From an optimization exercise on the open Yosys and OpenROAD flow, aimed at small area, a short achievable clock period and few clock cycles per item; shortcuts taken in it are not production practice.
Function was checked by simulation only, so behaviour that the tests miss may differ from the original.
Power figures rest on the tool's default switching activity, not on a simulated workload.

--- design.v ---
package wft_pkg;
  localparam int ENTRIES  = 16;
  localparam int WORD_LEN = 32;
  localparam int CHAR_W  = 8;
  localparam int CODE_W  = 5;
  localparam int SLOT_W  = 4;
  localparam int FREQ_W  = 16;
  localparam logic [CODE_W-1:0] CODE_END = '0;
endpackage
module wft_ram (
  input  logic                                          clk,
  input  logic [wft_pkg::ENTRIES-1:0]                   wr_slot,
  input  logic [wft_pkg::WORD_LEN-1:0]                  wr_pos,
  input  logic [wft_pkg::CODE_W-1:0]                    wr_data,
  input  logic [wft_pkg::WORD_LEN-1:0]                  rd_pos,
  output logic [wft_pkg::ENTRIES*wft_pkg::CODE_W-1:0]   rd_data
);
  localparam int E = wft_pkg::ENTRIES;
  localparam int L = wft_pkg::WORD_LEN;
  localparam int C = wft_pkg::CODE_W;
  logic [E*L*C-1:0] mem;
  logic [E*C-1:0]   rd;
  always_ff @(posedge clk) begin
    for (int e = 0; e < E; e++) begin
      for (int p = 0; p < L; p++) begin
        if (wr_slot[e] && wr_pos[p]) begin
          mem[(e*L+p)*C +: C] <= wr_data;
        end
      end
    end
  end
  always_comb begin
    rd = '0;
    for (int e = 0; e < E; e++) begin
      for (int p = 0; p < L; p++) begin
        rd[e*C +: C] = rd[e*C +: C] | (mem[(e*L+p)*C +: C] & {C{rd_pos[p]}});
      end
    end
  end
  always_ff @(posedge clk) begin
    rd_data <= rd;
  end
endmodule
module wft_front (
  input  logic                       clk,
  input  logic                       rst,
  input  logic                       chars_valid,
  output logic                       chars_ready,
  input  logic [wft_pkg::CHAR_W-1:0] chars_char_in,
  input  logic                       room_next,    
  output logic                       in_valid,     
  output logic                       in_letter,
  output logic [wft_pkg::CODE_W-1:0] in_code       
);
  logic       accept;
  logic       is_letter;
  logic       ready_q;
  logic       last_sep;        
  logic       last_sep_next;
  logic [4:0] low;
  assign low       = chars_char_in[4:0];
  assign is_letter = !chars_char_in[7] && chars_char_in[6] &&
                     (low != 5'd0) && (low <= 5'd26);
  assign accept    = chars_valid && ready_q;
  assign chars_ready = ready_q;
  assign last_sep_next = accept ? !is_letter : last_sep;
  always_ff @(posedge clk) begin
    in_letter <= is_letter;
    in_code   <= is_letter ? low : wft_pkg::CODE_END;
    if (rst) begin
      in_valid <= 1'b0;
      last_sep <= 1'b1;
      ready_q  <= 1'b1;
    end else begin
      in_valid <= accept;
      last_sep <= last_sep_next;
      ready_q  <= last_sep_next || room_next;
    end
  end
endmodule
module wft_table (
  input  logic                       clk,
  input  logic                       rst,
  input  logic                       in_valid,
  input  logic                       in_letter,
  input  logic [wft_pkg::CODE_W-1:0] in_code,
  output logic                       room_next,
  output logic                       results_valid,
  input  logic                       results_ready,
  output logic [wft_pkg::SLOT_W-1:0] results_slot,
  output logic [wft_pkg::FREQ_W-1:0] results_frequency,
  output logic                       results_is_new,
  output logic                       results_dropped,
  output logic                       results_truncated,
  output logic                       results_too_many
);
  localparam int E = wft_pkg::ENTRIES;
  localparam int L = wft_pkg::WORD_LEN;
  logic [L:0]   pos;         
  logic [L:0]   pos_next;
  logic         trunc;       
  logic [E-1:0] match;       
  logic [E-1:0] used;        
  logic [E-1:0] spare;       
  logic         overflow;
  logic [E*wft_pkg::CODE_W-1:0] rd;
  logic [E-1:0] eq;
  logic [E-1:0] hit;
  logic         finish;
  logic         found;
  logic         add;
  logic         drop;
  assign finish = in_valid && !in_letter && !pos[0];
  always_comb begin
    pos_next = pos;
    if (in_valid) begin
      if (in_letter) begin
        pos_next = {pos[L] | pos[L-1], pos[L-2:0], 1'b0};
      end else begin
        pos_next = (L+1)'(1);
      end
    end
  end
  for (genvar e = 0; e < E; e++) begin : g_cmp
    assign eq[e]    = pos[L] || (rd[e*wft_pkg::CODE_W +: wft_pkg::CODE_W] == in_code);
    assign hit[e]   = used[e] && match[e] && eq[e];
    assign spare[e] = !used[e] && ((e == 0) ? 1'b1 : used[e-1]);
  end
  assign found = |hit;
  assign add   = finish && !found && !used[E-1];
  assign drop  = finish && !found && used[E-1];
  wft_ram u_store (
    .clk     (clk),
    .wr_slot (spare),
    .wr_pos  (pos[L-1:0]),
    .wr_data (in_code),
    .rd_pos  (pos_next[L-1:0]),
    .rd_data (rd)
  );
  logic                       s2_valid;
  logic [E-1:0]               s2_sel;
  logic                       s2_new;
  logic                       s2_drop;
  logic                       s2_trunc;
  logic                       s2_many;
  logic                       s2_go;
  logic [E*wft_pkg::FREQ_W-1:0] cnt;
  logic [wft_pkg::FREQ_W-1:0] cnt_cur;
  logic [wft_pkg::FREQ_W-1:0] cnt_new;
  logic [wft_pkg::SLOT_W-1:0] slot;
  logic                       res_valid;
  logic                       res_valid_next;
  logic                       s2_valid_next;
  assign s2_go = s2_valid && (!res_valid || results_ready);
  always_comb begin
    cnt_cur = '0;
    slot    = '0;
    for (int e = 0; e < E; e++) begin
      cnt_cur = cnt_cur | (cnt[e*wft_pkg::FREQ_W +: wft_pkg::FREQ_W] & {wft_pkg::FREQ_W{s2_sel[e]}});
      slot    = slot | (wft_pkg::SLOT_W'(e) & {wft_pkg::SLOT_W{s2_sel[e]}});
    end
    if (s2_new) begin
      cnt_new = wft_pkg::FREQ_W'(1);
    end else if (&cnt_cur) begin
      cnt_new = cnt_cur;
    end else begin
      cnt_new = cnt_cur + wft_pkg::FREQ_W'(1);
    end
  end
  assign s2_valid_next  = finish || (s2_valid && !s2_go);
  assign res_valid_next = s2_go || (res_valid && !results_ready);
  assign room_next      = !(s2_valid_next && res_valid_next);
  always_ff @(posedge clk) begin
    if (finish) begin
      s2_sel   <= hit | (spare & {E{add}});
      s2_new   <= add;
      s2_drop  <= drop;
      s2_trunc <= trunc;
      s2_many  <= overflow || drop;
    end
    for (int e = 0; e < E; e++) begin
      if (s2_go && s2_sel[e]) begin
        cnt[e*wft_pkg::FREQ_W +: wft_pkg::FREQ_W] <= cnt_new;
      end
    end
    if (s2_go) begin
      results_slot      <= slot;
      results_frequency <= s2_drop ? '0 : cnt_new;
      results_is_new    <= s2_new;
      results_dropped   <= s2_drop;
      results_truncated <= s2_trunc;
      results_too_many  <= s2_many;
    end
  end
  always_ff @(posedge clk) begin
    if (rst) begin
      pos       <= (L+1)'(1);
      trunc     <= 1'b0;
      match     <= '1;
      used      <= '0;
      overflow  <= 1'b0;
      s2_valid  <= 1'b0;
      res_valid <= 1'b0;
    end else begin
      pos       <= pos_next;
      s2_valid  <= s2_valid_next;
      res_valid <= res_valid_next;
      if (in_valid) begin
        if (in_letter) begin
          match <= match & eq;
          trunc <= trunc || pos[L];
        end else begin
          match <= '1;
          trunc <= 1'b0;
        end
      end
      if (add) begin
        used <= {used[E-2:0], 1'b1};
      end
      if (drop) begin
        overflow <= 1'b1;
      end
    end
  end
  assign results_valid = res_valid;
endmodule
module word_frequency_table (
  input  logic         clk,
  input  logic         rst,
  input  logic        chars_valid,
  output logic        chars_ready,
  input  logic [7:0]  chars_char_in,
  output logic        results_valid,
  input  logic        results_ready,
  output logic [3:0]  results_slot,
  output logic [15:0] results_frequency,
  output logic        results_is_new,
  output logic        results_dropped,
  output logic        results_truncated,
  output logic        results_too_many
);
  logic                       room_next;
  logic                       in_valid;
  logic                       in_letter;
  logic [wft_pkg::CODE_W-1:0] in_code;
  wft_front u_front (
    .clk           (clk),
    .rst           (rst),
    .chars_valid   (chars_valid),
    .chars_ready   (chars_ready),
    .chars_char_in (chars_char_in),
    .room_next     (room_next),
    .in_valid      (in_valid),
    .in_letter     (in_letter),
    .in_code       (in_code)
  );
  wft_table u_table (
    .clk               (clk),
    .rst               (rst),
    .in_valid          (in_valid),
    .in_letter         (in_letter),
    .in_code           (in_code),
    .room_next         (room_next),
    .results_valid     (results_valid),
    .results_ready     (results_ready),
    .results_slot      (results_slot),
    .results_frequency (results_frequency),
    .results_is_new    (results_is_new),
    .results_dropped   (results_dropped),
    .results_truncated (results_truncated),
    .results_too_many  (results_too_many)
  );
endmodule
--- run.sh ---
#!/bin/bash
# synth_recipe.tcl (not shown) runs the flow's synth.tcl, then flattens the netlist and writes it again
# the make line also repeats each setting of config.mk as NAME=value (left out here)
make -C /OpenROAD-flow-scripts/flow DESIGN_CONFIG=/design/flow/config.mk WORK_HOME=/design/flow/orfs CLKGATE_MAP_FILE= SYNTH_SCRIPT=/design/flow/synth_recipe.tcl finish
--- config.mk ---
export PLATFORM = sky130hd
export DESIGN_NAME = word_frequency_table
export DESIGN_NICKNAME = word_frequency_table
export VERILOG_FILES = /design/flow/design.v
export SDC_FILE = /design/flow/constraint.sdc
export NUM_CORES = 4
export LEC_CHECK = 0
export CAP_MARGIN = 20
export CORE_MARGIN = 2
export CORE_UTILIZATION = 40
export SLEW_MARGIN = 20
--- constraint.sdc ---
create_clock -name core_clock -period 6.5 [get_ports {clk}]
set_input_delay 1.3000 -clock core_clock [delete_from_list [all_inputs] [get_ports {clk}]]
set_output_delay 1.3000 -clock core_clock [all_outputs]
set_load 0.01 [all_outputs]
==> results of run 1 <==
==> sequential cells by signal, summed over array words and instances (netlist names), 4 cells and up <==
register	flops
u_front.in_code	5
u_table.cnt	256
u_table.match	16
u_table.pos	33
u_table.results_frequency	16
u_table.results_slot	4
u_table.s2_sel	16
u_table.u_store.mem	2560
u_table.u_store.rd_data	80
u_table.used	16
==> power groups by stage <==
| stage | Clock, mW | Combinational (mW) | Sequential [mW] |
|---|---|---|---|
| after floorplan | 0 | 0.135 | 21.7 |
| after global placement | 0 | 0.424 | 21.6 |
| after detailed placement | 0 | 0.433 | 21.7 |
| after CTS | 17.2 | 0.434 | 21.2 |
| after global routing | 18.0 | 0.466 | 21.2 |
| final | 17.1 | 0.444 | 21.2 |
==> cell families after synthesis <==
group	synth area share
buffers and inverters	0.01723
DFF	0.8084
xor gates and xnor gates	0.006361
adders and majority gates	0.0001136
AOI/OAI and AO/OA	0.1121
muxes	0.0006020
and+or+nand+nor	0.05513
==> layout by cell type, fill, tap and decap left out, types with 19 or more instances in the layout <==
cell / instances
a21oi_1: 21
a221oi_1: 371
a22o_1: 372
a22oi_1: 662
and2_1: 96
buf_12: 22
buf_4: 167
bufinv_16: 19
clkbuf_1: 88
clkbuf_16: 320
clkdlybuf4s50_1: 36
clkinv_1: 59
clkinv_2: 43
dfxtp_1: 152
edfxtp_1: 2860
inv_1: 22
inv_2: 31
nand2_1: 96
nand3_1: 353
nand4_1: 22
nor2_1: 511
nor2b_1: 24
nor3_1: 19
o21ai_0: 38
o21ai_4: 31
or4_1: 85
xnor2_1: 74
==> worst register-to-register path, delay by kind of cell, from the launching register on <==
kind                   cells  cell delay (ns)
buffers and inverters      1             0.35
AND/OR/NAND/NOR            4             2.27
AO/OA/AOI/OAI              2             0.64
flip-flops                 1             0.99
XOR/XNOR                   1             0.08
==> routing by layer <==
layer  up-vias  track usage  share of wire
li1      26323            -              -
met1     34128       0.3483           0.38
met2      4823       0.3844           0.45
met3       762      0.05830           0.12
met4        20      0.09376          0.039
met5         -     0.002424        0.00061
==> cell type report <==
class | count | area share
Clock inverter | 131 | 0.008885
Tap cell | 3589 | 0.03591
Multi-Input combinational cell | 2897 | 0.1567
Antenna cell | 8 | 0.0001601
Timing Repair Buffer | 229 | 0.01698
Sequential cell | 3018 | 0.7122
Inverter | 56 | 0.001681
Clock buffer | 415 | 0.06744
==> per-stage QoR <==
step / instances / power (mW) / utilization / cell area, µm²
finish: 10343 / 38.81 / 0.4566 / 125100
detailed placement: 9786 / 22.08 / 0.4215 / 115400
CTS: 10332 / 38.87 / 0.4564 / 125000
global placement: 9785 / 22.07 / 0.4214 / 115400
global route: 10335 / 39.64 / 0.4566 / 125000
floorplan: 6385 / 21.88 / - / 110200
==> final timing paths <==
kind / start / cells after the start / to
setup / recovery: u_front.in_code[3]$_SDFF_PN0_ / 8 / u_table.s2_sel[2]$_DFFE_PP_
hold / removal: u_table.s2_many$_DFFE_PP_ / 0 / u_table.results_too_many$_DFFE_PP_
setup reg to reg: u_front.in_code[3]$_SDFF_PN0_ / 8 / u_table.s2_sel[2]$_DFFE_PP_
hold reg to reg: u_table.s2_many$_DFFE_PP_ / 0 / u_table.results_too_many$_DFFE_PP_
==> summary.txt, run 1 <==
sw frac 0.1980; Chip Width 528.8 µm; grt ovf 0; leakage power 36.25 nW; sequential power share 0.547; Layout Skew 0.08002 ns; Post-DP HPWL 196100 µm; Synth Instances 6385; multi-input logic area 19600 µm²; Clk pwr share 0.441; post-synthesis cell type count 59; fin crit period 4.455 ns; CP Capture Type register; GRT Util Overall 0.2509; drt drc 0; delay-heaviest family, CP simple AND/OR/NAND/NOR gates; 1st-pass router iterations 6; # fillers 23156; CP dominant cell by count or4_1; Main synth FF type edfxtp_1; DR vias/cell 6.387; Synth Net Count 6398; CTS max path bufs 4; combinational power share 0.011; CP max stage delay 0.99 ns; layout cells sized above 1 0.1020; CP max-delay cell dfxtp_4; I/O pin total 38; # Max-Cap Violations 0; final hold viol count 0; number of synthesized flops with an enable pin 2860; Skew-Pair Late Insertion Delay 0.95 ns; final setup violating endpoints 0; CTS tree done; # resized after CTS 0; Yosys warning total 3; post-synth top area cell edfxtp_1; hold buffer count at CTS 0; number of buffers added on ports 36; worst ir drop on vdd 0.3018 mV; top cell type's share of synthesized area 0.7797; Sequential Area 89070 µm²; core area 273900 µm²; Worst-Margin Slew 1.305 ns; most frequent cell after synthesis edfxtp_1; fmax 0.2245 GHz; Avg WL per Cell 34.69 µm; NetSw 7.684 mW; FF+latch count, synth 3018; Min Hold Slack 0.4256 ns; final WL 358800 µm; Mapped Area 110100 µm²; via count 66056; Data required, critical path 7.24 ns; worst min-delay path class reg -> reg; initial antenna violation count 17; Root Driver clkbuf_16; Setup Fix Bufs, Post-CTS 0; antenna-violating nets left 0; clk sinks 3018; internal power 31.13 mW; row cnt 192; Post-synth ARST share 0; RSZ-0062 raised after global routing no; Worst R2R Setup Slack 2.05 ns; initial core utilization 0.4022; Buf/Inv on CP 1; Worst EP arrival 5.20 ns; crit path max fanout 41; CP startpoint kind register; Die Area 279600 µm²; die height 528.8 µm; PD cells 310.4 nW/µm²; CTS clk-pin slew, worst paths 0.06 ns; outcome no timing/DRC/antenna violations; DP Worst Slack 2.228 ns; first-pass GRT wire length 495200 µm; GPL Wtd Cong 0.8576; Synth top cells by count edfxtp_1, a22oi_1, nor2_1; largest net degree at the start of global routing 97; Final Max Tran Viols 0; syn avg cell area 17.25 µm²; max-slew headroom at the worst pin 0.1282; Final #Nets 6528; CP Class reg -> reg; crit path cell chain buf_4 -> xnor2_1 -> nand3_1 -> o31ai_1 -> or4_1 -> or4_1 -> nor2_2 -> a32o_1; iteration-0 DRC count of the detailed router 10777; final worst setup slack 2.045 ns; Fin Setup TNS 0 ns; area grow syn2layout 13.53%; Num CTS Buffers 313; fin crit share 0.6854; Synth area leaders edfxtp_1, a22oi_1, a22o_1; # H-tree levels 5; vias in the first global route 62439; post-synthesis sequential area ratio 0.8084
Testbench counts, summed over its fixed seeds: cycles 32,022, items 32,000.
==> inputs of run 2 (changes only) <==
--- a/design.v
+++ b/design.v
@@ -50,7 +50,8 @@
   input  logic                       room_next,    
   output logic                       in_valid,     
   output logic                       in_letter,
-  output logic [wft_pkg::CODE_W-1:0] in_code       
+  output logic [wft_pkg::CODE_W-1:0] in_code,      
+  output logic [wft_pkg::CODE_W-1:0] in_code_n     
 );
   logic       accept;
   logic       is_letter;
@@ -67,6 +68,7 @@
   always_ff @(posedge clk) begin
     in_letter <= is_letter;
     in_code   <= is_letter ? low : wft_pkg::CODE_END;
+    in_code_n <= ~(is_letter ? low : wft_pkg::CODE_END);
     if (rst) begin
       in_valid <= 1'b0;
       last_sep <= 1'b1;
@@ -84,6 +86,7 @@
   input  logic                       in_valid,
   input  logic                       in_letter,
   input  logic [wft_pkg::CODE_W-1:0] in_code,
+  input  logic [wft_pkg::CODE_W-1:0] in_code_n,
   output logic                       room_next,
   output logic                       results_valid,
   input  logic                       results_ready,
@@ -122,7 +125,7 @@
     end
   end
   for (genvar e = 0; e < E; e++) begin : g_cmp
-    assign eq[e]    = pos[L] || (rd[e*wft_pkg::CODE_W +: wft_pkg::CODE_W] == in_code);
+    assign eq[e]    = pos[L] || (rd[e*wft_pkg::CODE_W +: wft_pkg::CODE_W] == ~in_code_n);
     assign hit[e]   = used[e] && match[e] && eq[e];
     assign spare[e] = !used[e] && ((e == 0) ? 1'b1 : used[e-1]);
   end
@@ -243,6 +246,7 @@
   logic                       in_valid;
   logic                       in_letter;
   logic [wft_pkg::CODE_W-1:0] in_code;
+  logic [wft_pkg::CODE_W-1:0] in_code_n;
   wft_front u_front (
     .clk           (clk),
     .rst           (rst),
@@ -252,7 +256,8 @@
     .room_next     (room_next),
     .in_valid      (in_valid),
     .in_letter     (in_letter),
-    .in_code       (in_code)
+    .in_code       (in_code),
+    .in_code_n     (in_code_n)
   );
   wft_table u_table (
     .clk               (clk),
@@ -260,6 +265,7 @@
     .in_valid          (in_valid),
     .in_letter         (in_letter),
     .in_code           (in_code),
+    .in_code_n         (in_code_n),
     .room_next         (room_next),
     .results_valid     (results_valid),
     .results_ready     (results_ready),
--- a/config.mk
+++ b/config.mk
@@ -7,5 +7,7 @@
 export LEC_CHECK = 0
 export CAP_MARGIN = 20
 export CORE_MARGIN = 2
-export CORE_UTILIZATION = 40
+export CORE_UTILIZATION = 55
+export SETUP_SLACK_MARGIN = 3.4
 export SLEW_MARGIN = 20
+export TNS_END_PERCENT = 100
==> summary.txt, run 2 <==
Main synth FF type edfxtp_1 (unchanged); largest registers u_table.u_store.mem x2560, u_table.cnt x256, u_table.u_store.rd_data x80 (unchanged); leakage power 36.32 nW (was 36.25 nW); Final Util 0.6316 (was 0.4566); final hold viol count 0 (unchanged); drt drc 0 (unchanged); 1st-pass router iterations 6 (unchanged); I/O pin total 38 (unchanged); Avg WL per Cell 38.69 µm (was 34.69 µm); Final Max Tran Viols 0 (unchanged); Sequential Area 89190 µm² (was 89070 µm²); layout cells sized above 1 0.1251 (was 0.1020); clk sinks 3023 (was 3018); Synth Area in Simple Gates 0.05512 (was 0.05513); outcome no timing/DRC/antenna violations (unchanged); Buf/Inv on CP 2 (was 1); Adder-Cell Fraction of Synth Area 0.0001135 (was 0.0001136); R2R Path End u_table.cnt[25]$_DFFE_PP_ (was u_table.s2_sel[2]$_DFFE_PP_); CTS clk-pin slew, worst paths 0.06 ns (about the same); initial antenna violation count 14 (was 17); # Max-Cap Violations 0 (unchanged); PD cells 311.5 nW/µm² (was 310.4 nW/µm²); final setup violating endpoints 0 (unchanged); # H-tree levels 5 (unchanged); core area 199500 µm² (was 273900 µm²); CP Capture Type register (unchanged); GRT Util Overall 0.3555 (was 0.2509); CP max stage delay 0.57 ns (was 0.99 ns); hold buffer count at CTS 0 (unchanged); largest net degree at the start of global routing 234 (was 97); Synth Instances 6376 (was 6385); Post-synth ARST share 0 (unchanged); Mapped Area 110300 µm² (was 110100 µm²); Synth area leaders edfxtp_1, a22oi_1, dfxtp_1 (was edfxtp_1, a22oi_1, a22o_1); Worst R2R Setup Slack 3.28 ns (was 2.05 ns); Num CTS Buffers 318 (was 313); delay-heaviest family, CP simple AND/OR/NAND/NOR gates (unchanged); worst ir drop on vdd 0.2824 mV (was 0.3018 mV); Layout Skew 0.04888 ns (was 0.08002 ns); fmax 0.3106 GHz (was 0.2245 GHz); grt ovf 0 (unchanged); die height 451.7 µm (was 528.8 µm); crit path cell chain buf_6 -> buf_8 -> a22oi_2 -> nand2_2 -> or4_4 -> and3_4 -> and4_4 -> or4_4 -> mux2_4 (was buf_4 -> xnor2_1 -> nand3_1 -> o31ai_1 -> or4_1 -> or4_1 -> nor2_2 -> a32o_1); Synth Area in Compound Gates 0.1106 (was 0.1121); post-synthesis cell type count 63 (was 59); Post-Synth XOR/XNOR Area 0.006672 (was 0.006361); max-slew headroom at the worst pin 0.07718 (was 0.1282); via count 66527 (was 66056); Placed Instances 8818 (was 9786); RSZ-0062 raised after global routing yes (was no); crit path max fanout 12 (was 41); top cell type's share of synthesized area 0.7789 (was 0.7797); post-synthesis sequential area ratio 0.8085 (was 0.8084); Post-DP HPWL 193300 µm (was 196100 µm); CP Class reg -> reg (unchanged); Worst-Margin Slew 1.384 ns (was 1.305 ns); fin crit period 3.220 ns (was 4.455 ns); area grow syn2layout 14.26% (was 13.53%); # fillers 14103 (was 23156); worst min-delay path class reg -> reg (unchanged); GPL Wtd Cong 0.8600 (was 0.8576); CTS max path bufs 4 (unchanged); Final #Nets 6599 (was 6528); Root Driver clkbuf_16 (unchanged); Hold Path End u_table.results_truncated$_DFFE_PP_ (was u_table.results_too_many$_DFFE_PP_); multi-input logic area 20150 µm² (was 19600 µm²); CTS tree done (unchanged); Post-Layout Cell Count 9487 (was 10343); Die Area 204100 µm² (was 279600 µm²); Fin Setup TNS 0 ns (unchanged); CP dominant cell by count or4_4 (was or4_1); antenna-violating nets left 0 (unchanged); fin crit share 0.4953 (was 0.6854); most frequent cell after synthesis edfxtp_1 (unchanged); FF+latch count, synth 3023 (was 3018); number of flip-flops in the largest register 2560 (unchanged); vias in the first global route 62661 (was 62439); Synth top cells by count edfxtp_1, a22oi_1, nor2_1 (unchanged); Skew-Pair Late Insertion Delay 0.98 ns (was 0.95 ns); first-pass GRT wire length 502100 µm (was 495200 µm); Crit path depth 9 (was 8); worst flop-to-flop path startpoint u_table.s2_sel[1]$_DFFE_PP_ (was u_front.in_code[3]$_SDFF_PN0_); register with the most flip-flops u_table.u_store.mem (unchanged); Chip Width 451.7 µm (was 528.8 µm); commonest non-fill, non-tap cells in the layout edfxtp_1, a22oi_1, nor2_1 (unchanged); DR vias/cell 7.012 (was 6.387); Synth Net Count 6389 (was 6398); largest family of logic cells by synthesized area compound AO/OA/AOI/OAI gates (unchanged); Reg2Reg Depth 9 (was 8); worst hold path depth 0 (unchanged); number of buffers added on ports 36 (unchanged); final WL 367000 µm (was 358800 µm); mux share of post-synthesis cell area 0.001782 (was 0.0006020); post-synth top area cell edfxtp_1 (unchanged); initial core utilization 0.5528 (was 0.4022); most common cell after layout, fill and taps aside edfxtp_1 (unchanged); Worst EP arrival 3.89 ns (was 5.20 ns); syn avg cell area 17.29 µm² (was 17.25 µm²); Yosys warning total 3 (unchanged); Worst Setup SP u_table.s2_sel[1]$_DFFE_PP_ (was u_front.in_code[3]$_SDFF_PN0_); CP max-delay cell or4_4 (was dfxtp_4); CP startpoint kind register (unchanged); number of synthesized flops with an enable pin 2860 (unchanged); iteration-0 DRC count of the detailed router 11576 (was 10777); min-delay src u_table.s2_trunc$_DFFE_PP_ (was u_table.s2_many$_DFFE_PP_); row cnt 164 (was 192); Data required, critical path 7.17 ns (was 7.24 ns)
==> run 2: changes by cell type in the layout (fill, tap and decap cells not counted), moves of 14 or more <==
cell,delta
o21ai_0,-16
a221oi_2,+18
clkbuf_8,+15
and2_1,-35
clkdlybuf4s50_1,-27
xor2_1,+75
xnor2_1,-71
nor2b_1,+27
a221oi_1,-21
buf_6,+31
buf_12,+14
dlygate4sd2_1,+26
==> run 2: logic make-up after synthesis <==
group           Yosys count
flops                  3023
xor+xnor                 84
simple gates           1267
fa+ha+maj                 1
buf+inv                 467
compound gates         1515
mux                      19
==> run 2: worst max-delay path by stage <==
stage	slack (ns)	endpoint
floorplan	2.67	u_table.cnt[109]$_DFFE_PP_
global placement	1.96	u_table.results_frequency[0]$_SDFFCE_PP0P_
detailed placement	1.93	u_table.results_frequency[0]$_SDFFCE_PP0P_
CTS	3.39	u_table.cnt[123]$_DFFE_PP_
global route	3.26	u_table.cnt[153]$_DFFE_PP_
finish	3.28	u_table.cnt[25]$_DFFE_PP_
==> run 2: layer usage <==
| metal | global-route usage | wire length (µm) | up-vias |
|---|---|---|---|
| li1 | - | - | 26457 |
| met1 | 0.5147 | 139600 | 34465 |
| met2 | 0.5354 | 166100 | 4864 |
| met3 | 0.07866 | 46930 | 729 |
| met4 | 0.1292 | 14290 | 12 |
| met5 | 0 | 72 | - |
==> run 2: power breakdown <==
part	internal (mW)	total, mW	switching [mW]
clock	10.2	17.5	7.33
combinational	0.104	0.472	0.368
sequential	21.2	21.3	0.0588
==> run 2: final cells by class <==
| type | count | area share |
|---|---|---|
| repair buffers | 295 | 0.02570 |
| multi-input cells | 2891 | 0.1600 |
| inverters | 57 | 0.002016 |
| flip-flops and latches | 3023 | 0.7079 |
| clock inverters | 112 | 0.008035 |
| well taps | 2656 | 0.02638 |
| diodes | 15 | 0.0002979 |
| clock buffers | 438 | 0.06967 |
==> run 2: repair_timing <==
action | in CTS | in global routing
setup buffers | 60 | 28
resized for setup | 156 | 72
hold endpoints to repair | 0 | 0
gates cloned | 9 | 3
pin swaps | 14 | 23
endpoints found under the setup margin | 414 | 320
==> run 2: stage by stage <==
step	worst slack [ns]	area (µm²)	hold WS, ns	total power [mW]
floorplan	2.674	110300	0.4003	21.90
global route	3.255	125900	0.4371	40.05
CTS	3.392	125300	0.4214	39.28
finish	3.280	126000	0.4174	39.25
detailed placement	1.932	114200	0.4075	22.14
global placement	1.961	114200	0.4062	22.12
==> run 2: worst register-to-register path, stage by stage (launching register included) <==
cell	delay, ns
edfxtp_1	0.44
buf_6	0.17
buf_8	0.15
a22oi_2	0.18
nand2_2	0.08
or4_4	0.55
and3_4	0.22
and4_4	0.17
or4_4	0.57
mux2_4	0.38
Testbench counts of run 2, summed over its fixed seeds: cycles 32,022, items 32,000.
==> inputs of run 3 (changes only) <==
--- a/design.v
+++ b/design.v
@@ -9,8 +9,8 @@
 endpackage
 module wft_ram (
   input  logic                                          clk,
-  input  logic [wft_pkg::ENTRIES-1:0]                   wr_slot,
-  input  logic [wft_pkg::WORD_LEN-1:0]                  wr_pos,
+  input  logic [wft_pkg::ENTRIES-1:0]                   wr_slot_n,
+  input  logic [wft_pkg::WORD_LEN-1:0]                  wr_pos_n,
   input  logic [wft_pkg::CODE_W-1:0]                    wr_data,
   input  logic [wft_pkg::WORD_LEN-1:0]                  rd_pos,
   output logic [wft_pkg::ENTRIES*wft_pkg::CODE_W-1:0]   rd_data
@@ -23,7 +23,7 @@
   always_ff @(posedge clk) begin
     for (int e = 0; e < E; e++) begin
       for (int p = 0; p < L; p++) begin
-        if (wr_slot[e] && wr_pos[p]) begin
+        if (!(wr_slot_n[e] || wr_pos_n[p])) begin
           mem[(e*L+p)*C +: C] <= wr_data;
         end
       end
@@ -100,6 +100,7 @@
   localparam int E = wft_pkg::ENTRIES;
   localparam int L = wft_pkg::WORD_LEN;
   logic [L:0]   pos;         
+  logic [L:0]   pos_n;       
   logic [L:0]   pos_next;
   logic         trunc;       
   logic [E-1:0] match;       
@@ -113,6 +114,7 @@
   logic         found;
   logic         add;
   logic         drop;
+  assign pos    = ~pos_n;
   assign finish = in_valid && !in_letter && !pos[0];
   always_comb begin
     pos_next = pos;
@@ -134,20 +136,22 @@
   assign drop  = finish && !found && used[E-1];
   wft_ram u_store (
     .clk     (clk),
-    .wr_slot (spare),
-    .wr_pos  (pos[L-1:0]),
+    .wr_slot_n (~spare),
+    .wr_pos_n  (pos_n[L-1:0]),
     .wr_data (in_code),
     .rd_pos  (pos_next[L-1:0]),
     .rd_data (rd)
   );
   logic                       s2_valid;
-  logic [E-1:0]               s2_sel;
+  logic [E-1:0]               s2_hit;
   logic                       s2_new;
   logic                       s2_drop;
   logic                       s2_trunc;
   logic                       s2_many;
   logic                       s2_go;
   logic [E*wft_pkg::FREQ_W-1:0] cnt;
+  logic [E-1:0]               top;
+  logic [E-1:0]               s2_sel;
   logic [wft_pkg::FREQ_W-1:0] cnt_cur;
   logic [wft_pkg::FREQ_W-1:0] cnt_new;
   logic [wft_pkg::SLOT_W-1:0] slot;
@@ -155,27 +159,25 @@
   logic                       res_valid_next;
   logic                       s2_valid_next;
   assign s2_go = s2_valid && (!res_valid || results_ready);
+  for (genvar e = 0; e < E; e++) begin : g_top
+    assign top[e] = used[e] && ((e == E-1) ? 1'b1 : !used[e+1]);
+  end
+  assign s2_sel = s2_hit | (top & {E{s2_new}});
   always_comb begin
     cnt_cur = '0;
     slot    = '0;
     for (int e = 0; e < E; e++) begin
-      cnt_cur = cnt_cur | (cnt[e*wft_pkg::FREQ_W +: wft_pkg::FREQ_W] & {wft_pkg::FREQ_W{s2_sel[e]}});
+      cnt_cur = cnt_cur | (cnt[e*wft_pkg::FREQ_W +: wft_pkg::FREQ_W] & {wft_pkg::FREQ_W{s2_hit[e]}});
       slot    = slot | (wft_pkg::SLOT_W'(e) & {wft_pkg::SLOT_W{s2_sel[e]}});
     end
-    if (s2_new) begin
-      cnt_new = wft_pkg::FREQ_W'(1);
-    end else if (&cnt_cur) begin
-      cnt_new = cnt_cur;
-    end else begin
-      cnt_new = cnt_cur + wft_pkg::FREQ_W'(1);
-    end
+    cnt_new = (&cnt_cur) ? cnt_cur : cnt_cur + wft_pkg::FREQ_W'(1);
   end
   assign s2_valid_next  = finish || (s2_valid && !s2_go);
   assign res_valid_next = s2_go || (res_valid && !results_ready);
   assign room_next      = !(s2_valid_next && res_valid_next);
   always_ff @(posedge clk) begin
     if (finish) begin
-      s2_sel   <= hit | (spare & {E{add}});
+      s2_hit   <= hit;
       s2_new   <= add;
       s2_drop  <= drop;
       s2_trunc <= trunc;
@@ -197,7 +199,7 @@
   end
   always_ff @(posedge clk) begin
     if (rst) begin
-      pos       <= (L+1)'(1);
+      pos_n     <= {{L{1'b1}}, 1'b0};
       trunc     <= 1'b0;
       match     <= '1;
       used      <= '0;
@@ -205,7 +207,7 @@
       s2_valid  <= 1'b0;
       res_valid <= 1'b0;
     end else begin
-      pos       <= pos_next;
+      pos_n     <= ~pos_next;
       s2_valid  <= s2_valid_next;
       res_valid <= res_valid_next;
       if (in_valid) begin
==> flow/run.sh (new file) <==
#!/bin/bash
# The standard layout (standard.sh, the standard flow's own ORFS run), with one change: the
# buffers that buffer_ports puts on every input and output port are buf_4
# cells instead of the default pick (a clkdlybuf4s50_1 delay cell). ORFS
# reads BUFFER_PORTS_ARGS from the environment in global placement.
# make's output goes to standard.log; each ORFS step logs to orfs/logs/.
set -euo pipefail
export BUFFER_PORTS_ARGS="-buffer_cell sky130_fd_sc_hd__buf_4"
bash standard.sh > standard.log 2>&1
==> standard.sh (new file) <==
#!/bin/bash
# synth_recipe.tcl (not shown) runs the flow's synth.tcl, then flattens the netlist and writes it again
# the make line also repeats each setting of config.mk as NAME=value (left out here)
make -C /OpenROAD-flow-scripts/flow DESIGN_CONFIG=/design/flow/config.mk WORK_HOME=/design/flow/orfs CLKGATE_MAP_FILE= SYNTH_SCRIPT=/design/flow/synth_recipe.tcl "${@:-finish}"
--- a/config.mk
+++ b/config.mk
@@ -8,6 +8,8 @@
 export CAP_MARGIN = 20
 export CORE_MARGIN = 2
 export CORE_UTILIZATION = 55
-export SETUP_SLACK_MARGIN = 3.4
+export CTS_CLUSTER_DIAMETER = 60
+export CTS_CLUSTER_SIZE = 20
+export SETUP_SLACK_MARGIN = 3.6
 export SLEW_MARGIN = 20
 export TNS_END_PERCENT = 100
removed: run.sh
==> summary.txt, run 3 <==
number of buffers added on ports 36 (unchanged); Final #Nets 6454 (was 6599); fin crit share 0.4516 (was 0.4953); layout cells sized above 1 0.1275 (was 0.1251); post-synthesis cell type count 60 (was 63); initial core utilization 0.5525 (was 0.5528); max-slew headroom at the worst pin 0.1636 (was 0.07718); # H-tree levels 4 (was 5); Root Driver clkbuf_16 (unchanged); fin area 122800 µm² (was 126000 µm²); grt ovf 0 (unchanged); row cnt 164 (unchanged); Synth Net Count 6358 (was 6389); Die Area 204000 µm² (was 204100 µm²); Main synth FF type edfxtp_1 (unchanged); largest net degree at the start of global routing 215 (was 234); fin crit period 2.935 ns (was 3.220 ns); Skew-Pair Late Insertion Delay 0.88 ns (was 0.98 ns); Post-synth ARST share 0 (unchanged); vias in the first global route 61655 (was 62661); largest registers u_table.u_store.mem x2560, u_table.cnt x256, u_table.u_store.rd_data x80 (unchanged); initial antenna violation count 14 (unchanged); Post-DP HPWL 198700 µm (was 193300 µm); I/O pin total 38 (unchanged); CP Capture Type register (unchanged); first-pass GRT wire length 496300 µm (was 502100 µm); crit path max fanout 51 (was 12); register with the most flip-flops u_table.u_store.mem (unchanged); Fin Setup TNS 0 ns (unchanged); worst min-delay path class reg -> reg (unchanged); CTS max path bufs 3 (was 4); Yosys warning total 3 (unchanged); Chip Width 451.6 µm (was 451.7 µm); post-synth top area cell edfxtp_1 (unchanged); clk sinks 3023 (unchanged); DR vias/cell 7.036 (was 7.012); post-synthesis sequential area ratio 0.8089 (was 0.8085); most frequent cell after synthesis edfxtp_1 (unchanged); hold buffer count at CTS 0 (unchanged); top cell type's share of synthesized area 0.7793 (was 0.7789); GRT Util Overall 0.3514 (was 0.3555); most common cell after layout, fill and taps aside edfxtp_1 (unchanged); Synth Instances 6345 (was 6376); RSZ-0062 raised after global routing yes (unchanged); Final Max Tran Viols 0 (unchanged); CP startpoint kind register (unchanged); final hold viol count 0 (unchanged); core area 199500 µm² (unchanged); R2R Path End u_table.u_store.rd_data[62]$_DFF_P_ (was u_table.cnt[25]$_DFFE_PP_); area grow syn2layout 11.44% (was 14.26%); FF+latch count, synth 3023 (unchanged); Worst Setup SP u_table.pos_n[27]$_SDFF_PP1_ (was u_table.s2_sel[1]$_DFFE_PP_); final WL 362700 µm (was 367000 µm); Worst EP arrival 3.67 ns (was 3.89 ns); syn avg cell area 17.37 µm² (was 17.29 µm²); drt drc 0 (unchanged); Layout Skew 0.03243 ns (was 0.04888 ns); Synth area leaders edfxtp_1, a22oi_1, a221oi_1 (was edfxtp_1, a22oi_1, dfxtp_1); Mapped Area 110200 µm² (was 110300 µm²); CTS tree done (unchanged); iteration-0 DRC count of the detailed router 11122 (was 11576); # Max-Cap Violations 0 (unchanged); via count 65122 (was 66527); worst ir drop on vdd 0.2604 mV (was 0.2824 mV); final setup violating endpoints 0 (unchanged); antenna-violating nets left 0 (unchanged); Synth top cells by count edfxtp_1, a22oi_1, nor2_1 (unchanged); worst flop-to-flop path startpoint u_table.pos_n[27]$_SDFF_PP1_ (was u_table.s2_sel[1]$_DFFE_PP_); Worst-Margin Slew 1.255 ns (was 1.384 ns); Avg WL per Cell 39.19 µm (was 38.69 µm); CTS clk-pin slew, worst paths 0.09 ns (was 0.06 ns); Critical Path End u_table.u_store.rd_data[62]$_DFF_P_ (was u_table.cnt[25]$_DFFE_PP_); Num CTS Buffers 184 (was 318); total power 34.32 mW (was 39.25 mW); fmax 0.3407 GHz (was 0.3106 GHz); Data required, critical path 7.24 ns (was 7.17 ns); die height 451.6 µm (was 451.7 µm); outcome no timing/DRC/antenna violations (unchanged); CP Class reg -> reg (unchanged); PD cells 279.4 nW/µm² (was 311.5 nW/µm²); number of synthesized flops with an enable pin 2860 (unchanged); 1st-pass router iterations 8 (was 6); Final Util 0.6158 (was 0.6316); commonest non-fill, non-tap cells in the layout edfxtp_1, a22oi_1, nor2_1 (unchanged); leakage power 34.43 nW (was 36.32 nW); number of flip-flops in the largest register 2560 (unchanged); GPL Wtd Cong 0.8720 (was 0.8600); Worst R2R Setup Slack 3.56 ns (was 3.28 ns); Post-DP Area 114200 µm² (about the same); Reg2Reg Depth 7 (was 9)
## run 3: changes by cell type after synthesis, moves of 31 or more
cell,change
and2_1,-66
clkinv_1,-31
nand2b_1,+37
nor2_1,+47
nor2b_1,-41
o22ai_1,+37
## run 3: worst min path at each step
stage / slack (ns) / endpoint / cells after the start / start
6_report: 0.45 / u_table.match[0]$_SDFFE_PP1P_ / 2 / u_table.match[0]$_SDFFE_PP1P_
3_5_place_dp: 0.43 / u_table.results_too_many$_DFFE_PP_ / 0 / u_table.s2_many$_DFFE_PP_
4_1_cts: 0.45 / u_table.match[0]$_SDFFE_PP1P_ / 2 / u_table.match[0]$_SDFFE_PP1P_
2_1_floorplan: 0.40 / u_table.results_too_many$_DFFE_PP_ / 0 / u_table.s2_many$_DFFE_PP_
3_3_place_gp: 0.43 / u_table.results_too_many$_DFFE_PP_ / 0 / u_table.s2_many$_DFFE_PP_
5_1_grt: 0.47 / u_table.results_too_many$_DFFE_PP_ / 0 / u_table.s2_many$_DFFE_PP_
## run 3: through the flow
stage	instances	worst slack [ns]	hold WS (ns)
after global routing	9253	3.551	0.4666
after global placement	8769	2.327	0.4267
after detailed placement	8769	2.216	0.4309
after CTS	9213	3.565	0.4490
final	9256	3.565	0.4496
after floorplan	6345	3.519	0.4003
## run 3: repair_timing
action                     4_1_cts  5_1_grt
buffers inserted                96       37
resized for setup              189       75
pin swaps                       23       20
setup endpoints to repair      376      250
gates cloned                     7        2
## run 3: logic make-up after synthesis
family                   count (synthesis)  synth area share
flip-flops                            3023            0.8089
AO/OA/AOI/OAI                         1530            0.1119
AND/OR/NAND/NOR                       1201           0.05166
buffers and inverters                  485           0.01879
XOR/XNOR                                82          0.006517
multiplexers                            23          0.002157
adder cells (fa/ha/maj)                  1         0.0001135
## run 3: metal layers
metal  track usage  vias to the layer above  routed length, µm
li1              -                    26056                  -
met1        0.5056                    33816             137900
met2        0.5339                     4556             164800
met3       0.07047                      682              43770
met4        0.1371                       12              16240
met5             0                        -                 82
## run 3: power breakdown
part	switching (mW)	internal (mW)	leakage [nW]
combinational	0.366	0.120	8.24
clock	6.47	6.11	2.86
sequential	0.0571	21.2	23.3
## run 3: worst max-delay path, cell delays in order, from the launching register on
cell and delay (ns):
dfxtp_4 0.52, buf_8 0.36, o22ai_4 0.14, buf_8 0.26, a22o_1 0.36, a221oi_2 0.33
nand3_1 0.14, or4_1 0.53
## run 3: area by class of cell
type,instances,area [µm²]
clock buffers,275,5196
flip-flops and latches,3023,89260
well taps,2656,3323
inverters,30,112.6
clock inverters,66,768.2
diodes,4,10.01
fillers,14507,76640
multi-input cells,2838,20210
repair buffers,364,3941
Testbench counts of run 3, summed over its fixed seeds: cycles 32,022, items 32,000.
==> inputs of run 4 (changes only) <==
--- a/config.mk
+++ b/config.mk
@@ -8,8 +8,8 @@
 export CAP_MARGIN = 20
 export CORE_MARGIN = 2
 export CORE_UTILIZATION = 55
-export CTS_CLUSTER_DIAMETER = 60
-export CTS_CLUSTER_SIZE = 20
+export CTS_CLUSTER_DIAMETER = 80
+export CTS_CLUSTER_SIZE = 28
 export SETUP_SLACK_MARGIN = 3.6
 export SLEW_MARGIN = 20
 export TNS_END_PERCENT = 100
==> summary.txt, run 4 <==
Worst Setup SP u_table.pos_n[30]$_SDFF_PP1_ (was u_table.pos_n[27]$_SDFF_PP1_); Post-DP HPWL 198700 µm (unchanged); initial antenna violation count 14 (unchanged); row cnt 164 (unchanged); Mapped Area 110200 µm² (unchanged); Avg WL per Cell 39.70 µm (was 39.19 µm); CTS max path bufs 3 (unchanged); post-synthesis sequential area ratio 0.8089 (unchanged); top cell type's share of synthesized area 0.7793 (unchanged); # Max-Cap Violations 0 (unchanged); Die Area 204000 µm² (unchanged); hold buffer count at CTS 0 (unchanged); max-slew headroom at the worst pin 0.1938 (was 0.1636); most common cell after layout, fill and taps aside edfxtp_1 (unchanged); Synth top cells by count edfxtp_1, a22oi_1, nor2_1 (unchanged); via count 65016 (was 65122); number of synthesized flops with an enable pin 2860 (unchanged); Yosys warning total 3 (unchanged); drt drc 0 (unchanged); internal power 26.16 mW (was 27.42 mW); core area 199500 µm² (unchanged); Synth Instances 6345 (unchanged); crit path max fanout 81 (was 51); die height 451.6 µm (unchanged); sw frac 0.1997 (was 0.2010); Synth Net Count 6358 (unchanged); GRT Util Overall 0.3515 (was 0.3514); Layout Skew 0.02760 ns (was 0.03243 ns); sequential power share 0.650 (was 0.619); outcome no timing/DRC/antenna violations (unchanged); vias in the first global route 61276 (was 61655); final setup violating endpoints 0 (unchanged); Worst-Margin Slew 1.209 ns (was 1.255 ns); Fin Setup TNS 0 ns (unchanged); iteration-0 DRC count of the detailed router 11689 (was 11122); first-pass GRT wire length 495800 µm (was 496300 µm); Data required, critical path 7.23 ns (was 7.24 ns); # H-tree levels 4 (unchanged); Num CTS Buffers 137 (was 184); commonest non-fill, non-tap cells in the layout edfxtp_1, a22oi_1, nor2_1 (unchanged); post-synth top area cell edfxtp_1 (unchanged); NetSw 6.527 mW (was 6.897 mW); Synth area leaders edfxtp_1, a22oi_1, a221oi_1 (unchanged); Chip Width 451.6 µm (unchanged); RSZ-0062 raised after global routing yes (unchanged); layout cells sized above 1 0.1241 (was 0.1275); Main synth FF type edfxtp_1 (unchanged); fmax 0.3373 GHz (was 0.3407 GHz); combinational power share 0.015 (was 0.014); largest net degree at the start of global routing 215 (unchanged); worst ir drop on vdd 0.2076 mV (was 0.2604 mV); Post-synth ARST share 0 (unchanged); I/O pin total 38 (unchanged); area grow syn2layout 10.44% (was 11.44%); 1st-pass router iterations 8 (unchanged); Root Driver clkbuf_16 (unchanged); grt ovf 0 (unchanged); final hold viol count 0 (unchanged); CP startpoint kind register (unchanged); Worst EP arrival 3.69 ns (was 3.67 ns); CTS tree done (unchanged); number of buffers added on ports 36 (unchanged); Clk pwr share 0.335 (was 0.367); most frequent cell after synthesis edfxtp_1 (unchanged); min-delay src u_table.s2_many$_DFFE_PP_ (was u_table.match[0]$_SDFFE_PP1P_); DR vias/cell 7.072 (was 7.036); CP Class reg -> reg (unchanged); syn avg cell area 17.37 µm² (unchanged); fin crit share 0.4561 (was 0.4516); initial core utilization 0.5525 (unchanged); CP Capture Type register (unchanged); Final Max Tran Viols 0 (unchanged); Final Util 0.6103 (was 0.6158); Final #Nets 6429 (was 6454); GPL Wtd Cong 0.8720 (unchanged); antenna-violating nets left 0 (unchanged); final WL 365000 µm (was 362700 µm); PD cells 268.5 nW/µm² (was 279.4 nW/µm²); post-synthesis cell type count 60 (unchanged); leakage power 33.91 nW (was 34.43 nW); CTS clk-pin slew, worst paths 0.10 ns (was 0.09 ns); largest registers u_table.u_store.mem x2560, u_table.cnt x256, u_table.u_store.rd_data x80 (unchanged); clk sinks 3023 (unchanged); worst flop-to-flop path startpoint u_table.pos_n[30]$_SDFF_PP1_ (was u_table.pos_n[27]$_SDFF_PP1_); register with the most flip-flops u_table.u_store.mem (unchanged); fin crit period 2.964 ns (was 2.935 ns); number of flip-flops in the largest register 2560 (unchanged); worst min-delay path class reg -> reg (unchanged); FF+latch count, synth 3023 (unchanged); Skew-Pair Late Insertion Delay 0.85 ns (was 0.88 ns)
## run 4: cell count changes in the layout (fill, tap and decap cells not counted), sizes merged, moves of 2 or more
cell / previous run / this run
inv: 47 / 44
clkinvlp: 11 / 9
buf: 357 / 378
clkbuf: 276 / 181
diode: 4 / 18
bufinv: 12 / 15
## run 4: layout make-up
cell class	instances	area, µm²
flip-flops and latches	3023	89250
fillers	14577	77740
multi-input cells	2838	20200
repair buffers	386	4185
clock buffers	179	3781
well taps	2656	3323
clock inverters	63	813.3
inverters	30	112.6
diodes	18	45.04
## run 4: what timing repair did
item                                    CTS  global route
endpoints found under the setup margin  376           296
gates resized for setup                 188            80
hold endpoints to repair                  0             0
cloned                                    8             4
pin swaps                                21            19
setup buffers                           106            46
## run 4: path summary, 6_finish.rpt
check | slack [ns] | cells after the start | to
worst max-delay path | 3.54 | 7 | u_table.u_store.rd_data[38]$_DFF_P_
worst min-delay path | 0.45 | 0 | u_table.results_too_many$_DFFE_PP_
worst max register to register | 3.54 | 7 | u_table.u_store.rd_data[38]$_DFF_P_
worst min register to register | 0.45 | 0 | u_table.results_too_many$_DFFE_PP_
## run 4: stage by stage
stage                     area (µm²)  hold slack [ns]  std cells  power, mW  setup WS, ns
after global routing          121700           0.4719       9177      33.34         3.525
after global placement        114200           0.4267       8769      22.13         2.327
after CTS                     120900           0.4535       9125      32.65         3.552
after detailed placement      114200           0.4309       8769      22.14         2.216
final                         121700           0.4525       9193      32.68         3.536
after floorplan               110200           0.4003       6345      21.92         3.519
## run 4: logic make-up (layout without fill, tap and decap cells)
logic type	Yosys count	count (layout)	share of synthesized area
DFF	3023	3023	0.8089
AOI/OAI and AO/OA	1530	1530	0.1119
and+or+nand+nor	1201	1201	0.05166
buffers and inverters	485	658	0.01879
xor gates and xnor gates	82	83	0.006517
muxes	23	23	0.002157
adders and majority gates	1	1	0.0001135
other	0	18	0
## run 4: power by group through the flow
stage	combinational, mW	sequential (mW)	clock (mW)
2_1_floorplan	0.152	21.8	0
4_1_cts	0.472	21.2	10.9
3_5_place_dp	0.431	21.7	0
3_3_place_gp	0.421	21.7	0
5_1_grt	0.509	21.3	11.6
6_report	0.489	21.3	10.9
## run 4: critical path: stages, from the launching register on
cell      delay (ns)
dfxtp_2         0.63
nand3b_1        0.22
o21ai_4         0.08
buf_12          0.25
a22o_1          0.39
a221oi_1        0.33
nand3_1         0.21
or4_1           0.53
## run 4: routing by layer
layer | GRT usage | share of wire
met1 | 0.5026 | 0.38
met2 | 0.5349 | 0.46
met3 | 0.07412 | 0.12
met4 | 0.1372 | 0.043
met5 | 0 | 0.00020
==> inputs of run 5 (changes only) <==
==> config.mk (replaced) <==
export PLATFORM = sky130hd
export DESIGN_NAME = word_frequency_table
export DESIGN_NICKNAME = word_frequency_table
export VERILOG_FILES = /design/flow/design.v
export SDC_FILE = /design/flow/constraint.sdc
export NUM_CORES = 4
export LEC_CHECK = 0
export CAP_MARGIN = 30
export CORE_MARGIN = 2
export CORE_UTILIZATION = 55
export CTS_CLUSTER_DIAMETER = 70
export CTS_CLUSTER_SIZE = 24
export SETUP_SLACK_MARGIN = 3.7
export SLEW_MARGIN = 20
export TNS_END_PERCENT = 100
==> summary.txt, run 5 <==
iteration-0 DRC count of the detailed router 11941 (was 11689); drt drc 0 (unchanged); Synth top cells by count edfxtp_1, a22oi_1, nor2_1 (unchanged); crit path max fanout 17 (was 81); number of flip-flops in the largest register 2560 (unchanged); post-synthesis sequential area ratio 0.8089 (unchanged); final WL 373700 µm (was 365000 µm); Fin Setup TNS 0 ns (unchanged); Synth area leaders edfxtp_1, a22oi_1, a221oi_1 (unchanged); 1st-pass router iterations 8 (unchanged); Data required, critical path 7.12 ns (was 7.23 ns); layout cells sized above 1 0.1393 (was 0.1241); number of buffers added on ports 36 (unchanged); CP max stage delay 0.37 ns (was 0.63 ns); Main synth FF type edfxtp_1 (unchanged); CTS tree done (unchanged); Root Driver clkbuf_16 (unchanged); commonest non-fill, non-tap cells in the layout edfxtp_1, a22oi_1, nor2_1 (unchanged); GPL Wtd Cong 0.8720 (unchanged); CP startpoint kind register (unchanged); fmax 0.3301 GHz (was 0.3373 GHz); FF+latch count, synth 3023 (unchanged); top cell type's share of synthesized area 0.7793 (unchanged); CP Class reg -> reg (unchanged); Placed Instances 8777 (was 8769); Post-Layout Cell Count 9278 (was 9193); DR vias/cell 7.151 (was 7.072); register with the most flip-flops u_table.u_store.mem (unchanged); CTS max path bufs 3 (unchanged); RSZ-0062 raised after global routing yes (unchanged); CP dominant cell by count buf_6; Mapped Area 110200 µm² (unchanged); largest family of logic cells by synthesized area compound AO/OA/AOI/OAI gates (unchanged); fin crit period 3.029 ns (was 2.964 ns); I/O pin total 38 (unchanged); # Max-Cap Violations 0 (unchanged); Skew-Pair Late Insertion Delay 0.87 ns (was 0.85 ns); crit path cell chain buf_6 -> a22o_1 -> a221oi_1 -> and4_4 -> inv_2 -> ha_4 -> buf_4 -> buf_6 -> nor2b_4 -> nand4_1 -> buf_6 -> o21ai_4 -> mux2_2 (was nand3b_1 -> o21ai_4 -> buf_12 -> a22o_1 -> a221oi_1 -> nand3_1 -> or4_1); Synth Area in Compound Gates 0.1119 (unchanged); worst ir drop on vdd 0.3234 mV (was 0.2076 mV); area grow syn2layout 12.15% (was 10.44%); most common cell after layout, fill and taps aside edfxtp_1 (unchanged); initial antenna violation count 13 (was 14); Yosys warning total 3 (unchanged); final hold viol count 0 (unchanged); final worst setup slack 3.471 ns (was 3.536 ns); most frequent cell after synthesis edfxtp_1 (unchanged); Final #Nets 6511 (was 6429); CP max-delay cell mux2_2 (was dfxtp_2); total power 33.20 mW (was 32.68 mW); fin crit share 0.4661 (was 0.4561); Post-Synth XOR/XNOR Area 0.006517 (unchanged); grt ovf 0 (unchanged); leakage power 34.77 nW (was 33.91 nW); Worst-Margin Slew 1.205 ns (was 1.209 ns); max-slew headroom at the worst pin 0.1969 (was 0.1938); die height 451.6 µm (unchanged); first-pass GRT wire length 506200 µm (was 495800 µm); Die Area 204000 µm² (unchanged); Adder-Cell Fraction of Synth Area 0.0001135 (unchanged); Num CTS Buffers 156 (was 137); via count 66347 (was 65016); row cnt 164 (unchanged); clk sinks 3023 (unchanged); post-synthesis cell type count 60 (unchanged); syn avg cell area 17.37 µm² (unchanged); Post-DP HPWL 199400 µm (was 198700 µm); Layout Skew 0.03382 ns (was 0.02760 ns); CTS clk-pin slew, worst paths 0.09 ns (was 0.10 ns); Synth Area in Simple Gates 0.05166 (unchanged); number of synthesized flops with an enable pin 2860 (unchanged); antenna-violating nets left 0 (unchanged); PD cells 268.6 nW/µm² (was 268.5 nW/µm²); vias in the first global route 61927 (was 61276); core area 199500 µm² (unchanged); post-synth top area cell edfxtp_1 (unchanged); Synth Net Count 6358 (unchanged); mux share of post-synthesis cell area 0.002157 (unchanged); GRT Util Overall 0.3600 (was 0.3515); Post-synth ARST share 0 (unchanged); initial core utilization 0.5525 (unchanged); Avg WL per Cell 40.28 µm (was 39.70 µm); largest net degree at the start of global routing 215 (unchanged); Synth Instances 6345 (unchanged); outcome no timing/DRC/antenna violations (unchanged); final setup violating endpoints 0 (unchanged); Worst EP arrival 3.65 ns (was 3.69 ns); CP Capture Type register (unchanged); largest registers u_table.u_store.mem x2560, u_table.cnt x256, u_table.u_store.rd_data x80 (unchanged); worst min-delay path class reg -> reg (unchanged); Final Max Tran Viols 0 (unchanged); DP Worst Slack 2.199 ns (was 2.216 ns); # fillers 14360 (was 14577); # H-tree levels 4 (unchanged); Chip Width 451.6 µm (unchanged)
[run 5: critical path: cells and delay by family (launching register included)]
| kind | cells | cell delay [ns] |
|---|---|---|
| AOI/OAI and AO/OA | 3 | 0.46 |
| adders and majority gates | 1 | 0.16 |
| buffers and inverters | 5 | 0.77 |
| DFF | 1 | 0.36 |
| muxes | 1 | 0.37 |
| and+or+nand+nor | 3 | 0.67 |
[run 5: logic make-up (layout without fill, tap and decap cells)]
family	count (synthesis)	after routing
AOI/OAI and AO/OA	1530	1531
xor gates and xnor gates	82	82
adders and majority gates	1	1
buffers and inverters	485	755
DFF	3023	3023
muxes	23	23
other	0	4
and+or+nand+nor	1201	1203
[run 5: final timing paths]
kind                          startpoint                                    endpoint  slack [ns]  cells after the start
max          u_table.s2_hit[1]$_DFFE_PP_  u_table.results_frequency[3]$_SDFFCE_PP0P_        3.47                     13
min            u_table.s2_many$_DFFE_PP_          u_table.results_too_many$_DFFE_PP_        0.45                      0
max reg2reg  u_table.s2_hit[1]$_DFFE_PP_  u_table.results_frequency[3]$_SDFFCE_PP0P_        3.47                     13
min reg2reg    u_table.s2_many$_DFFE_PP_          u_table.results_too_many$_DFFE_PP_        0.45                      0
[run 5: timing repair]
action	CTS	global route
pin swaps	37	35
resized for setup	253	116
gates cloned	19	6
hold buffers	0	0
setup endpoints to repair	377	325
buffers inserted	132	58
[run 5: area by class of cell]
cell class	count	area, µm²	share of cell area
Multi-Input combinational cell	2840	20540	0.1662
Sequential cell	3023	89260	0.7222
Inverter	30	112.6	0.0009111
Clock buffer	230	4417	0.03574
Tap cell	2656	3323	0.02689
Antenna cell	4	10.01	0.00008099
Timing Repair Buffer	447	5350	0.04329
Clock inverter	48	580.6	0.004697
[run 5: report_power, final]
part	internal, mW	leakage (nW)	switching, mW
Sequential	21.2	23.3	0.0460
Clock	5.10	2.42	6.32
Combinational	0.141	9.03	0.397
Total	26.4	34.8	6.76
[run 5: per-layer routing]
layer  GRT usage  wire length (µm)
met5           0               104
met3     0.07268             48640
met4      0.1436             17540
met2      0.5459            169000
met1      0.5174            138500
[run 5: through the flow]
step | area (µm²) | hold WS, ns | utilization
5_1_grt | 123600 | 0.4808 | 0.6196
3_3_place_gp | 114200 | 0.4267 | 0.5724
4_1_cts | 122300 | 0.4512 | 0.6131
3_5_place_dp | 114300 | 0.4289 | 0.5731
2_1_floorplan | 110200 | 0.4003 | -
6_report | 123600 | 0.4493 | 0.6197
==> inputs of run 6 (changes only) <==
==> config.mk (replaced) <==
export PLATFORM = sky130hd
export DESIGN_NAME = word_frequency_table
export DESIGN_NICKNAME = word_frequency_table
export VERILOG_FILES = /design/flow/design.v
export SDC_FILE = /design/flow/constraint.sdc
export NUM_CORES = 4
export LEC_CHECK = 0
export CAP_MARGIN = 20
export CORE_MARGIN = 2
export CORE_UTILIZATION = 62
export CTS_CLUSTER_DIAMETER = 75
export CTS_CLUSTER_SIZE = 26
export SETUP_SLACK_MARGIN = 3.8
export SLEW_MARGIN = 20
export TNS_END_PERCENT = 100
==> summary.txt, run 6 <==
Worst R2R Setup Slack 3.50 ns (was 3.47 ns); GPL Wtd Cong 0.8763 (was 0.8720); Post-Layout Cell Count 9087 (was 9278); first-pass GRT wire length 506800 µm (was 506200 µm); iteration-0 DRC count of the detailed router 14173 (was 11941); Fin Setup TNS 0 ns (unchanged); largest registers u_table.u_store.mem x2560, u_table.cnt x256, u_table.u_store.rd_data x80 (unchanged); Final Max Tran Viols 0 (unchanged); worst min-delay path class reg -> reg (unchanged); Layout Skew 0.03374 ns (was 0.03382 ns); CP Class reg -> reg (unchanged); syn avg cell area 17.37 µm² (unchanged); max-slew headroom at the worst pin 0.1132 (was 0.1969); initial core utilization 0.6251 (was 0.5525); commonest non-fill, non-tap cells in the layout edfxtp_1, a22oi_1, nor2_1 (unchanged); Min Hold Slack 0.4512 ns (was 0.4493 ns); antenna-violating nets left 0 (unchanged); Worst EP arrival 3.59 ns (was 3.65 ns); worst ir drop on vdd 0.2873 mV (was 0.3234 mV); layout cells sized above 1 0.1781 (was 0.1393); Post-Synth XOR/XNOR Area 0.006517 (unchanged); leakage power 35.91 nW (was 34.77 nW); Post-synth ARST share 0 (unchanged); final setup violating endpoints 0 (unchanged); Root Driver clkbuf_16 (unchanged); CP startpoint kind register (unchanged); top cell type's share of synthesized area 0.7793 (unchanged); Skew-Pair Late Insertion Delay 0.85 ns (was 0.87 ns); vias in the first global route 62045 (was 61927); crit path max fanout 7 (was 17); CTS max path bufs 3 (unchanged); Final Util 0.7155 (was 0.6197); drt drc 0 (unchanged); CP Capture Type register (unchanged); FF+latch count, synth 3023 (unchanged); Avg WL per Cell 44.59 µm (was 40.28 µm); fin area 126100 µm² (was 123600 µm²); Final #Nets 6639 (was 6511); Data required, critical path 7.09 ns (was 7.12 ns); fmax 0.3332 GHz (was 0.3301 GHz); DP Worst Slack 2.188 ns (was 2.199 ns); Synth area leaders edfxtp_1, a22oi_1, a221oi_1 (unchanged); Synth top cells by count edfxtp_1, a22oi_1, nor2_1 (unchanged); post-synthesis sequential area ratio 0.8089 (unchanged); RSZ-0062 raised after global routing yes (unchanged); Chip Width 425.6 µm (was 451.6 µm); most common cell after layout, fill and taps aside edfxtp_1 (unchanged); die height 425.6 µm (was 451.6 µm); post-synth top area cell edfxtp_1 (unchanged); Synth Area in Simple Gates 0.05166 (unchanged); Post-DP HPWL 199900 µm (was 199400 µm); number of buffers added on ports 36 (unchanged); Die Area 181100 µm² (was 204000 µm²); register with the most flip-flops u_table.u_store.mem (unchanged); most frequent cell after synthesis edfxtp_1 (unchanged); Worst-Margin Slew 1.330 ns (was 1.205 ns); I/O pin total 38 (unchanged); Main synth FF type edfxtp_1 (unchanged); Adder-Cell Fraction of Synth Area 0.0001135 (unchanged); row cnt 154 (was 164); final WL 405100 µm (was 373700 µm); number of synthesized flops with an enable pin 2860 (unchanged); via count 69331 (was 66347); Yosys warning total 3 (unchanged); grt ovf 0 (unchanged); final hold viol count 0 (unchanged); core area 176300 µm² (was 199500 µm²); R2R Path End u_table.results_frequency[7]$_SDFFCE_PP0P_ (was u_table.results_frequency[3]$_SDFFCE_PP0P_); Synth Area in Compound Gates 0.1119 (unchanged); Critical Path End u_table.results_frequency[7]$_SDFFCE_PP0P_ (was u_table.results_frequency[3]$_SDFFCE_PP0P_); fin crit share 0.4618 (was 0.4661); Mapped Area 110200 µm² (unchanged); initial antenna violation count 29 (was 13); # H-tree levels 4 (unchanged); area grow syn2layout 14.47% (was 12.15%); fin crit period 3.001 ns (was 3.029 ns); 1st-pass router iterations 7 (was 8); Reg2Reg Depth 10 (was 13); Num CTS Buffers 143 (was 156); CTS clk-pin slew, worst paths 0.10 ns (was 0.09 ns); Placed Instances 8463 (was 8777); Synth Net Count 6358 (unchanged); CTS tree done (unchanged); total power 32.40 mW (was 33.20 mW); mux share of post-synthesis cell area 0.002157 (unchanged); # Max-Cap Violations 0 (unchanged); outcome no timing/DRC/antenna violations (unchanged); PD cells 256.8 nW/µm² (was 268.6 nW/µm²); Synth Instances 6345 (unchanged); number of flip-flops in the largest register 2560 (unchanged); post-synthesis cell type count 60 (unchanged); final worst setup slack 3.499 ns (was 3.471 ns); DR vias/cell 7.630 (was 7.151); Worst Setup SP u_table.s2_hit[1]$_DFFE_PP_ (unchanged); worst flop-to-flop path startpoint u_table.s2_hit[1]$_DFFE_PP_ (unchanged); largest net degree at the start of global routing 244 (was 215); GRT Util Overall 0.4118 (was 0.3600); clk sinks 3023 (unchanged); largest family of logic cells by synthesized area compound AO/OA/AOI/OAI gates (unchanged); Post-DP Area 113800 µm² (was 114300 µm²)
## run 6: cell counts after synthesis
No cell type changed its count.
## run 6: area by class of cell
cell class / instances / area (µm²)
tap: 2340 / 2928
multi-input combinational: 2837 / 21490
sequential: 3023 / 89270
timing repair buffer: 591 / 7919
fill: 10935 / 50160
inverter: 30 / 116.4
antenna: 21 / 52.55
clock buffer: 199 / 3871
clock inverter: 46 / 500.5
## run 6: per-layer routing
metal / vias to the layer above / share of wire / track usage
li1: 26412 / - / -
met1: 35134 / 0.34 / 0.5790
met2: 6531 / 0.44 / 0.6049
met4: 24 / 0.065 / 0.2086
met3: 1230 / 0.16 / 0.1048
met5: - / 0.00073 / 0
## run 6: worst min path at each step
stage,end,slack (ns),startpoint,depth (start not counted)
2_1_floorplan,u_table.results_too_many$_DFFE_PP_,0.40,u_table.s2_many$_DFFE_PP_,0
3_3_place_gp,u_table.results_truncated$_DFFE_PP_,0.44,u_table.s2_trunc$_DFFE_PP_,0
3_5_place_dp,u_table.match[9]$_SDFFE_PP1P_,0.44,u_table.match[9]$_SDFFE_PP1P_,2
4_1_cts,u_table.match[9]$_SDFFE_PP1P_,0.45,u_table.match[9]$_SDFFE_PP1P_,2
5_1_grt,u_table.match[9]$_SDFFE_PP1P_,0.46,u_table.match[9]$_SDFFE_PP1P_,2
6_report,u_table.results_truncated$_DFFE_PP_,0.45,u_table.s2_trunc$_DFFE_PP_,0
## run 6: where the power goes
part	switching (mW)	internal (mW)	total [mW]
logic	0.404	0.155	0.560
clock network	6.05	4.55	10.6
registers	0.0522	21.2	21.2
total	6.50	25.9	32.4
## run 6: cells by family after synthesis
family,count (synthesis)
flip-flops,3023
AO/OA/AOI/OAI,1530
AND/OR/NAND/NOR,1201
buffers and inverters,485
XOR/XNOR,82
multiplexers,23
adder cells (fa/ha/maj),1
## run 6: critical path: stages, from the launching register on
cell,delay (ns)
edfxtp_1,0.47
buf_6,0.19
buf_4,0.17
a22o_1,0.20
a221oi_1,0.27
and4_4,0.32
nor2_1,0.10
and2_4,0.25
a211oi_4,0.31
buf_4,0.17
mux2_4,0.30
## run 6: repair_timing
item / CTS / global route
hold buffers: 0 / 0
cloned: 31 / 43
buffers inserted: 157 / 127
hold endpoints to repair: 0 / 0
endpoints found under the setup margin: 403 / 375
gates resized for setup: 331 / 361
pin swaps: 54 / 135

-- what the ideal ports hide --
How much do the figures lean on ideal ports? The routed layouts below were timed once more, with nothing changed but the port constraints.
Step 1 assumes that a clkbuf_16 drives the clock port and a buf_2 every other input.
Step 2 times the ports against the registers' clock, not the clock port: input delays grow and output delays shrink by t, the midpoint of the rising clock arrivals with the driver on.
a / b / c = ideal ports / drivers / drivers and shift; a / b = the first two.
run	t (ns)	setup WS [ns]	worst setup path after step 2	worst data-port slew with drivers (ns)	pins driven straight from the clock port
run 1	1.014	2.045 / 2.045 / 2.045	register to register	0.03	1
run 2	1.048	3.280 / 3.280 / 2.495	input to register	0.03	1
run 3	0.946	3.565 / 3.565 / 3.417	input to register	0.11	1
run 4	0.920	3.536 / 3.536 / 3.426	input to register	0.12	1
run 5	0.936	3.471 / 3.471 / 3.442	input to register	0.10	1
run 6	0.922	3.499 / 3.499 / 3.293	input to register	0.03	1
After both steps setup and hold are still met in every run listed. The setup slack of run 2, which loses most, moves by 0.000 ns with the drivers and by -0.785 ns with both steps.
